This design comes from an exercise in tuning for small area, a short achievable clock period and few clock cycles per item on the open sky130 flow, not from production work.
Only simulation tests tie the RTL to the original design; equivalence was not proved.
No activity file was given, so power comes from the tool's default toggle rates.

==> design.v <==
`timescale 1ns/1ps
package lsb_pkg;
    typedef logic [32-1:0] word_t;
    typedef logic [4-1:0] rob_tag_t;
    typedef logic [$clog2(8)-1:0] lsb_index_t;
    typedef enum logic [3:0] {
        LB, LBU, LH, LHU, LW, SB, SH, SW
    } ls_op_e;
    typedef enum logic [2:0] {
        MEM_SIZE_1 = 3'd1,
        MEM_SIZE_2 = 3'd2,
        MEM_SIZE_4 = 3'd4
    } mem_size_e;
    typedef union packed {
        word_t word;
        struct packed {
            logic [15:0] high_half;
            struct packed {
                logic [7:0] high_byte;
                logic [7:0] low_byte;
            } low_half;
        } lanes;
    } mem_word_u;
endpackage
`timescale 1ns/1ps
module lsb_entry_queue (
    input  logic     clk,
    input  logic     rst,
    input  logic     dis_valid,
    input  lsb_pkg::ls_op_e   dis_op,
    input  lsb_pkg::rob_tag_t dis_tag,
    input  lsb_pkg::word_t    dis_vj,
    input  lsb_pkg::word_t    dis_vk,
    input  lsb_pkg::word_t    dis_imm,
    input  lsb_pkg::rob_tag_t dis_qj,
    input  lsb_pkg::rob_tag_t dis_qk,
    input  logic     alu_cdb_valid,
    input  lsb_pkg::word_t    alu_cdb_value,
    input  lsb_pkg::rob_tag_t alu_cdb_tag,
    input  logic     rob_cdb_valid,
    input  lsb_pkg::word_t    rob_cdb_value,
    input  lsb_pkg::rob_tag_t rob_cdb_tag,
    input  logic     lsb_cdb_valid,
    input  lsb_pkg::word_t    lsb_cdb_value,
    input  lsb_pkg::rob_tag_t lsb_cdb_tag,
    input  logic     pop,
    output logic     full,
    output logic     head_valid,
    output lsb_pkg::ls_op_e   head_op,
    output lsb_pkg::rob_tag_t head_tag,
    output lsb_pkg::rob_tag_t head_qj,
    output lsb_pkg::rob_tag_t head_qk,
    output lsb_pkg::word_t    head_address,
    output lsb_pkg::word_t    head_vk
);
    localparam int NUM_BUSES = 3;
    lsb_pkg::ls_op_e   op_q  [8];
    lsb_pkg::rob_tag_t tag_q [8];
    lsb_pkg::word_t    vj_q  [8];
    lsb_pkg::word_t    vk_q  [8];
    lsb_pkg::word_t    imm_q [8];
    lsb_pkg::rob_tag_t qj_q  [8];
    lsb_pkg::rob_tag_t qk_q  [8];
    lsb_pkg::lsb_index_t head;
    lsb_pkg::lsb_index_t tail;
    lsb_pkg::lsb_index_t count;
    logic [8-1:0] occupied;
    logic     bus_valid [NUM_BUSES];
    lsb_pkg::word_t    bus_value [NUM_BUSES];
    lsb_pkg::rob_tag_t bus_tag   [NUM_BUSES];
    function automatic logic bus_hit(lsb_pkg::rob_tag_t q, int b);
        bus_hit = bus_valid[b] && q != {4{1'b0}} && q == bus_tag[b];
    endfunction
    always_comb begin
        bus_valid[0] = alu_cdb_valid;
        bus_value[0] = alu_cdb_value;
        bus_tag[0]   = alu_cdb_tag;
        bus_valid[1] = rob_cdb_valid;
        bus_value[1] = rob_cdb_value;
        bus_tag[1]   = rob_cdb_tag;
        bus_valid[2] = lsb_cdb_valid;
        bus_value[2] = lsb_cdb_value;
        bus_tag[2]   = lsb_cdb_tag;
    end
    assign count = tail - head;
    always_comb begin
        for (int s = 0; s < 8; s++) begin
            occupied[s] = lsb_pkg::lsb_index_t'(lsb_pkg::lsb_index_t'(s) - head) < count;
        end
    end
    assign full       = lsb_pkg::lsb_index_t'(tail + 1'b1) == head;
    assign head_valid = count != '0;
    always_ff @(posedge clk) begin
        if (rst) begin
            head <= '0;
            tail <= '0;
        end else begin
            if (dis_valid) begin
                tail <= tail + 1'b1;
            end
            if (pop) begin
                head <= head + 1'b1;
            end
        end
    end
    always_ff @(posedge clk) begin
        for (int s = 0; s < 8; s++) begin
            if (occupied[s]) begin
                for (int b = 0; b < NUM_BUSES; b++) begin
                    if (bus_hit(qj_q[s], b)) begin
                        qj_q[s] <= {4{1'b0}};
                        vj_q[s] <= bus_value[b];
                    end
                    if (bus_hit(qk_q[s], b)) begin
                        qk_q[s] <= {4{1'b0}};
                        vk_q[s] <= bus_value[b];
                    end
                end
            end
        end
        if (dis_valid) begin
            op_q[tail]  <= dis_op;
            tag_q[tail] <= dis_tag;
            imm_q[tail] <= dis_imm;
            vj_q[tail]  <= dis_vj;
            vk_q[tail]  <= dis_vk;
            qj_q[tail]  <= dis_qj;
            qk_q[tail]  <= dis_qk;
            for (int b = 0; b < NUM_BUSES; b++) begin
                if (bus_hit(dis_qj, b)) begin
                    qj_q[tail] <= {4{1'b0}};
                    vj_q[tail] <= bus_value[b];
                end
                if (bus_hit(dis_qk, b)) begin
                    qk_q[tail] <= {4{1'b0}};
                    vk_q[tail] <= bus_value[b];
                end
            end
        end
    end
    assign head_op      = op_q[head];
    assign head_tag     = tag_q[head];
    assign head_qj      = qj_q[head];
    assign head_qk      = qk_q[head];
    assign head_address = vj_q[head] + imm_q[head];
    assign head_vk      = vk_q[head];
endmodule
`timescale 1ns/1ps
module lsb_commit_counter (
    input  logic clk,
    input  logic rst,
    input  logic rob_commit,
    input  logic store_issue,
    output logic has_commit
);
    logic [$clog2(8):0] count;
    always_ff @(posedge clk) begin
        if (rst) begin
            count <= '0;
        end else if (rob_commit && !store_issue) begin
            count <= count + 1'b1;
        end else if (store_issue && !rob_commit) begin
            count <= count - 1'b1;
        end
    end
    assign has_commit = count != '0;
endmodule
`timescale 1ns/1ps
module lsb_mem_fsm (
    input  logic      clk,
    input  logic      rst,
    input  logic      head_valid,
    input  lsb_pkg::ls_op_e    head_op,
    input  lsb_pkg::rob_tag_t  head_tag,
    input  lsb_pkg::rob_tag_t  head_qj,
    input  lsb_pkg::rob_tag_t  head_qk,
    input  lsb_pkg::word_t     head_address,
    input  lsb_pkg::word_t     head_vk,
    input  logic      has_commit,
    input  logic      mem_ready,
    input  lsb_pkg::word_t     load_value,
    output logic      pop,
    output logic      store_issue,
    output logic      mem_request,
    output logic      mem_write,
    output lsb_pkg::word_t     mem_address,
    output lsb_pkg::mem_size_e mem_size,
    output lsb_pkg::word_t     mem_wdata,
    output lsb_pkg::ls_op_e    cur_op,
    output logic      lsb_cdb_valid,
    output lsb_pkg::word_t     lsb_cdb_value,
    output lsb_pkg::rob_tag_t  lsb_cdb_tag
);
    typedef enum logic [1:0] {
        IDLE,
        LOAD,
        STORE
    } state_e;
    state_e   state;
    lsb_pkg::rob_tag_t cur_tag;
    logic     head_is_store;
    logic     issue;
    function automatic logic op_is_store(lsb_pkg::ls_op_e op);
        op_is_store = (op == lsb_pkg::SB) || (op == lsb_pkg::SH) || (op == lsb_pkg::SW);
    endfunction
    function automatic lsb_pkg::mem_size_e op_size(lsb_pkg::ls_op_e op);
        case (op)
            lsb_pkg::LB, lsb_pkg::LBU, lsb_pkg::SB: op_size = lsb_pkg::MEM_SIZE_1;
            lsb_pkg::LH, lsb_pkg::LHU, lsb_pkg::SH: op_size = lsb_pkg::MEM_SIZE_2;
            default:     op_size = lsb_pkg::MEM_SIZE_4;
        endcase
    endfunction
    assign head_is_store = op_is_store(head_op);
    assign issue = state == IDLE && head_valid && head_qj == {4{1'b0}} &&
                   (!head_is_store || (head_qk == {4{1'b0}} && has_commit));
    assign pop         = issue;
    assign store_issue = issue && head_is_store;
    always_ff @(posedge clk) begin
        if (rst) begin
            state         <= IDLE;
            mem_request   <= 1'b0;
            lsb_cdb_valid <= 1'b0;
        end else begin
            mem_request   <= issue;
            lsb_cdb_valid <= 1'b0;
            case (state)
                IDLE: begin
                    if (issue) begin
                        state <= head_is_store ? STORE : LOAD;
                    end
                end
                LOAD: begin
                    if (mem_ready) begin
                        state         <= IDLE;
                        lsb_cdb_valid <= 1'b1;
                    end
                end
                STORE: begin
                    if (mem_ready) begin
                        state <= IDLE;
                    end
                end
                default: state <= IDLE;
            endcase
        end
    end
    always_ff @(posedge clk) begin
        if (issue) begin
            mem_write   <= head_is_store;
            mem_address <= head_address;
            mem_size    <= op_size(head_op);
            mem_wdata   <= head_vk;
            cur_op      <= head_op;
            cur_tag     <= head_tag;
        end
        if (state == LOAD && mem_ready) begin
            lsb_cdb_value <= load_value;
            lsb_cdb_tag   <= cur_tag;
        end
    end
endmodule
`timescale 1ns/1ps
module load_align (
    input  lsb_pkg::word_t  mem_rdata,
    input  lsb_pkg::ls_op_e cur_op,
    output lsb_pkg::word_t  load_value
);
    lsb_pkg::mem_word_u rdata;
    assign rdata = mem_rdata;
    always_comb begin
        case (cur_op)
            lsb_pkg::LB: load_value = {{24{rdata.lanes.low_half.low_byte[7]}},
                              rdata.lanes.low_half.low_byte};
            lsb_pkg::LBU: load_value = {24'b0, rdata.lanes.low_half.low_byte};
            lsb_pkg::LH: load_value = {{16{rdata.lanes.low_half.high_byte[7]}},
                              rdata.lanes.low_half};
            lsb_pkg::LHU: load_value = {16'b0, rdata.lanes.low_half};
            default: load_value = rdata.word;
        endcase
    end
endmodule
`timescale 1ns/1ps
module load_store_buffer (
    input  logic       clk,
    input  logic       rst,
    input  logic       dis_valid,
    input  logic [3:0]  dis_op,
    input  logic [3:0] dis_tag,
    input  logic [31:0] dis_vj,
    input  logic [31:0] dis_vk,
    input  logic [31:0] dis_imm,
    input  logic [3:0] dis_qj,
    input  logic [3:0] dis_qk,
    input  logic       alu_cdb_valid,
    input  logic [31:0] alu_cdb_value,
    input  logic [3:0] alu_cdb_tag,
    input  logic       rob_cdb_valid,
    input  logic [31:0] rob_cdb_value,
    input  logic [3:0] rob_cdb_tag,
    input  logic       rob_commit,
    input  logic       mem_ready,
    input  logic [31:0] mem_rdata,
    output logic       mem_request,
    output logic       mem_write,
    output logic [31:0] mem_address,
    output logic [2:0]  mem_size,
    output logic [31:0] mem_wdata,
    output logic       lsb_cdb_valid,
    output logic [31:0] lsb_cdb_value,
    output logic [3:0] lsb_cdb_tag,
    output logic       full
);
    logic     pop;
    logic     store_issue;
    logic     has_commit;
    logic     head_valid;
    lsb_pkg::ls_op_e   head_op;
    lsb_pkg::rob_tag_t head_tag;
    lsb_pkg::rob_tag_t head_qj;
    lsb_pkg::rob_tag_t head_qk;
    lsb_pkg::word_t    head_address;
    lsb_pkg::word_t    head_vk;
    lsb_pkg::ls_op_e   cur_op;
    lsb_pkg::word_t    load_value;
    lsb_pkg::mem_size_e mem_size_int;
    assign mem_size = mem_size_int;
    lsb_entry_queue i_queue (
        .clk(clk), .rst(rst),
        .dis_valid(dis_valid), .dis_op(lsb_pkg::ls_op_e'(dis_op)), .dis_tag(dis_tag),
        .dis_vj(dis_vj), .dis_vk(dis_vk), .dis_imm(dis_imm),
        .dis_qj(dis_qj), .dis_qk(dis_qk),
        .alu_cdb_valid(alu_cdb_valid), .alu_cdb_value(alu_cdb_value),
        .alu_cdb_tag(alu_cdb_tag),
        .rob_cdb_valid(rob_cdb_valid), .rob_cdb_value(rob_cdb_value),
        .rob_cdb_tag(rob_cdb_tag),
        .lsb_cdb_valid(lsb_cdb_valid), .lsb_cdb_value(lsb_cdb_value),
        .lsb_cdb_tag(lsb_cdb_tag),
        .pop(pop), .full(full), .head_valid(head_valid),
        .head_op(head_op), .head_tag(head_tag),
        .head_qj(head_qj), .head_qk(head_qk),
        .head_address(head_address), .head_vk(head_vk)
    );
    lsb_commit_counter i_commit_counter (
        .clk(clk), .rst(rst),
        .rob_commit(rob_commit), .store_issue(store_issue),
        .has_commit(has_commit)
    );
    lsb_mem_fsm i_mem_fsm (
        .clk(clk), .rst(rst),
        .head_valid(head_valid), .head_op(head_op), .head_tag(head_tag),
        .head_qj(head_qj), .head_qk(head_qk),
        .head_address(head_address), .head_vk(head_vk),
        .has_commit(has_commit), .mem_ready(mem_ready), .load_value(load_value),
        .pop(pop), .store_issue(store_issue),
        .mem_request(mem_request), .mem_write(mem_write),
        .mem_address(mem_address), .mem_size(mem_size_int), .mem_wdata(mem_wdata),
        .cur_op(cur_op),
        .lsb_cdb_valid(lsb_cdb_valid), .lsb_cdb_value(lsb_cdb_value),
        .lsb_cdb_tag(lsb_cdb_tag)
    );
    load_align i_load_align (
        .mem_rdata(mem_rdata),
        .cur_op(cur_op),
        .load_value(load_value)
    );
endmodule
==> run.sh <==
#!/bin/bash
# synth_recipe.tcl (not shown) runs the flow's synth.tcl, then flattens the netlist and writes it again
# the make line also repeats each setting of config.mk as NAME=value (left out here)
make -C /OpenROAD-flow-scripts/flow DESIGN_CONFIG=/design/flow/config.mk WORK_HOME=/design/flow/orfs CLKGATE_MAP_FILE= SYNTH_SCRIPT=/design/flow/synth_recipe.tcl finish
==> config.mk <==
export PLATFORM = sky130hd
export DESIGN_NAME = load_store_buffer
export DESIGN_NICKNAME = load_store_buffer
export VERILOG_FILES = /design/flow/design.v
export SDC_FILE = /design/flow/constraint.sdc
export NUM_CORES = 4
export LEC_CHECK = 0
export CAP_MARGIN = 20
export CORE_MARGIN = 2
export CORE_UTILIZATION = 40
export SLEW_MARGIN = 20
==> constraint.sdc <==
create_clock -name core_clock -period 6.0 [get_ports {clk}]
set_input_delay 1.2000 -clock core_clock [delete_from_list [all_inputs] [get_ports {clk}]]
set_output_delay 1.2000 -clock core_clock [all_outputs]
set_load 0.01 [all_outputs]
==> out/metrics.cfg <==
[worst_setup_path]
rrSetupSlack_ns = 1.26
worstSetupStartpointType = flop
reg2reg_depth = 14
worstSetupPathType = reg -> reg
crit_path_max_fanout = 21
crit_cells = 14
crit_family = simple AND/OR/NAND/NOR gates
worst_path_largest_cell_delay_ns = 0.70
crit_slowest_cell = and4_2
crit_chain = inv_1 -> ha_1 -> fa_1 -> xnor2_1 -> buf_4 -> ha_1 -> a21oi_1 -> nor2b_1 -> and4_2 -> buf_12 -> mux2i_1 -> nand2_1 -> o211ai_1 -> o21ai_1
cp.arrival_ns = 5.21
r2r-start = i_queue.tail[0]$_SDFFE_PP0P_
worst_path_most_repeated_cell = ha_1
required_ns = 6.47
crit_buf_inv = 3
r2r_end = i_queue.vj_q[5][6]$_DFFE_PP_
critPathCaptureType = flop

[floorplanning]
rows = 143
fp.dieW_um = 396
start_util = 0.403
num_io_pins = 330
die_area_um2 = 157000
core_area_um2 = 152000
die_h_um = 396

[routing]
vias = 46386
drc = 0
wire_per_inst_um = 31.1
drt_iter0_drc = 6534
wl_mm = 228
ant_nets = 0
vias_per_cell = 6.35
dr.pass1.iters = 10

[min_path]
min_to = i_mem_fsm.lsb_cdb_tag[0]$_DFFE_PP_
hold_class = reg -> reg
holdPathStages = 0
hp-start = i_mem_fsm.cur_tag[0]$_DFFE_PN_

[grt]
grt_pass1_wl_mm = 325
grt_max_degree = 137
first_global_vias = 45015
overflow = 0
antenna_found_initial = 12
grt_usage = 0.283

[finish]
drive_above_1_share = 0.143
final_cell_mix = edfxtp_1 (1008), mux2i_1 (555), nor2_1 (497), o21ai_1 (364), clkdlybuf4s50_1 (325)
nets = 5468
layout_commonest_cell = edfxtp_1
syn_to_final_growth_pct = 13.8
utilization = 0.459

[sta]
relSlewSlack = 0.164
rsz0062_at_grt = no
fin_skew_ns = 0.0423
period_needed_ns = 4.74
finalSetupViolations = 0
setup_tns_ns = 0
period_share = 0.790
hold_viol_final = 0
max_freq_mhz = 211
worst_pin_slew_ns = 1.25
drv_slew = 0

[flow_run]
maxCapViolCount = 0

[yosys]
ys.flop_type = edfxtp_1
synth_top_area_frac = 0.493
synthCells = 5204
synth_seq_cells = 1025
async_flop_share = 0
seq_area_frac_synth = 0.499
netlist_area_um2 = 61400
syn_avg_cell_area_um2 = 11.8
synth_edf_count = 1008
ys_top_cells_by_area = edfxtp_1 (49%), mux2i_1 (9.0%), mux4_2 (7.8%)
synth_largest_area_cell = edfxtp_1
ys_warn_count = 7
synth_nets = 5484
ys_types = 74

[cts]
cts_sinks = 1025
cts-root-buf = clkbuf_16
clk-insertion-delay-late_ns = 0.75
holdBufCountCts = 0
post_cts_buffers = 0
cts_resized = 0
h-tree-depth = 3
cts_buffers = 112
path_clk_slew_ns = 0.06
cts_tree = built
cts_buffer_depth = 3

[placed_design]
gp_congestion = 0.886
io_buffers = 329
post-dp-hpwl_mm = 139

[power]
p_per_area_nw_per_um2 = 254
ir_drop_mv = 0.237
leakage_nw = 26.2

[outcome]
status = no timing/DRC/antenna violations

per-layer routing:
metal	track usage	part of all wire
met1	0.380	0.39
met2	0.440	0.45
met3	0.0566	0.11
met4	0.135	0.049
met5	0	0.00040
cells by family (layout without fill, tap and decap cells):
| group | count (synthesis) | after routing | share of synthesized area |
|---|---|---|---|
| XOR/XNOR | 260 | 260 | 0.0371 |
| adder cells (fa/ha/maj) | 57 | 57 | 0.0120 |
| AND/OR/NAND/NOR | 1024 | 1024 | 0.0699 |
| buffers and inverters | 679 | 745 | 0.0491 |
| flip-flops | 1025 | 1025 | 0.499 |
| other | 0 | 5 | 0 |
| multiplexers | 831 | 831 | 0.180 |
| AO/OA/AOI/OAI | 1328 | 1328 | 0.153 |
registers in the layout (all words and copies together) (netlist names), 4 cells and up, named ones only:
register,count
i_queue.tag_q,32
i_mem_fsm.cur_op,4
i_mem_fsm.lsb_cdb_value,32
i_mem_fsm.cur_tag,4
i_commit_counter.count,4
i_queue.op_q,32
i_mem_fsm.lsb_cdb_tag,4
i_queue.qk_q,32
i_queue.imm_q,256
i_mem_fsm.mem_wdata,32
i_queue.qj_q,32
i_mem_fsm.mem_address,32
i_queue.vk_q,256
i_queue.vj_q,256
how the worst max path moves through the flow:
stage / from / end / slack, ns
after floorplan: i_queue.head[0]$_SDFFE_PP0N_ / i_queue.qk_q[2][0]$_SDFFCE_PN0P_ / 1.26
after global placement: flop / i_mem_fsm.mem_address[31]$_DFFE_PN_ / 1.13
after detailed placement: flop / i_mem_fsm.mem_address[31]$_DFFE_PN_ / 1.12
after CTS: flop / i_mem_fsm.mem_address[31]$_DFFE_PN_ / 1.11
after global routing: flop / i_mem_fsm.mem_address[31]$_DFFE_PN_ / 1.02
final: i_queue.tail[0]$_SDFFE_PP0P_ / i_queue.vj_q[5][6]$_DFFE_PP_ / 1.26
cell usage after synthesis, types with 8 or more instances:
cell / instances
edfxtp_1: 1008
mux2i_1: 555
nor2_1: 497
clkbuf_1: 379
o21ai_1: 364
nand2_1: 326
a211o_1: 324
mux4_2: 212
o211ai_1: 183
xor2_1: 182
o21ai_0: 169
buf_2: 130
xnor2_1: 78
mux2_2: 64
ha_1: 54
nand4_1: 54
nor3_1: 54
buf_1: 53
inv_1: 48
buf_4: 46
a21oi_1: 44
a21o_1: 43
a21oi_2: 41
a211oi_1: 37
a211oi_2: 30
nor4_1: 27
nand3_1: 20
o221ai_1: 20
o22a_1: 20
a21oi_4: 18
dfxtp_1: 17
clkbuf_2: 9
nor2b_1: 9
buf_6: 8
final cells by class:
cell class	instances	area (µm²)
clock inverter	62	602
fill	13657	82400
inverter	50	205
timing repair buffer	499	4990
sequential	1025	30600
antenna	5	12.5
clock buffer	134	2950
multi-input combinational	3500	27900
tap	2030	2540
stage by stage:
step / total power [mW] / worst slack (ns) / std cells / cell area [µm²] / hold WS (ns)
floorplan: 10.0 / 1.26 / 5204 / 61400 / 0.400
detailed placement: 11.0 / 1.12 / 7104 / 66300 / 0.405
global placement: 10.9 / 1.13 / 7104 / 66300 / 0.404
global route: 18.3 / 1.02 / 7303 / 69800 / 0.432
finish: 17.7 / 1.26 / 7305 / 69800 / 0.419
CTS: 17.8 / 1.11 / 7300 / 69800 / 0.421
power breakdown:
| group | internal [mW] | total, mW | leakage, nW | switching [mW] |
|---|---|---|---|---|
| sequential | 8.15 | 8.26 | 9.25 | 0.111 |
| clock | 3.91 | 6.88 | 1.70 | 2.97 |
| combinational | 1.07 | 2.61 | 15.2 | 1.53 |
Testbench counts, summed over its fixed seeds: cycles 9,757, ops 2,560.

[separate check: timing with driven ports]
No port has a modelled driver above. Below, the same layout with a new extraction and two added sets of constraints.
Step 1 assumes that a clkbuf_16 drives the clock port and a buf_2 every other input.
Step 2, shift: input delay + t, output delay - t, t = (earliest + latest rising clock arrival at the registers) / 2. This alone moves slack from input paths to output paths.
Three values: no drivers, after step 1, after step 2; two values: the first two.
t, ns: 0.810
slack for setup (ns): 1.259 / 1.259 / 1.112
latest minus earliest clock arrival (ns): 0.044 / 0.045
slew at the worst register clock pin (ns): 0.06 / 0.06
worst slew at a driven data input, ns: 0.17
After both steps setup and hold are still met in this run. For this run, drivers alone change the setup slack by 0.000 ns; drivers and shift together by -0.147 ns.
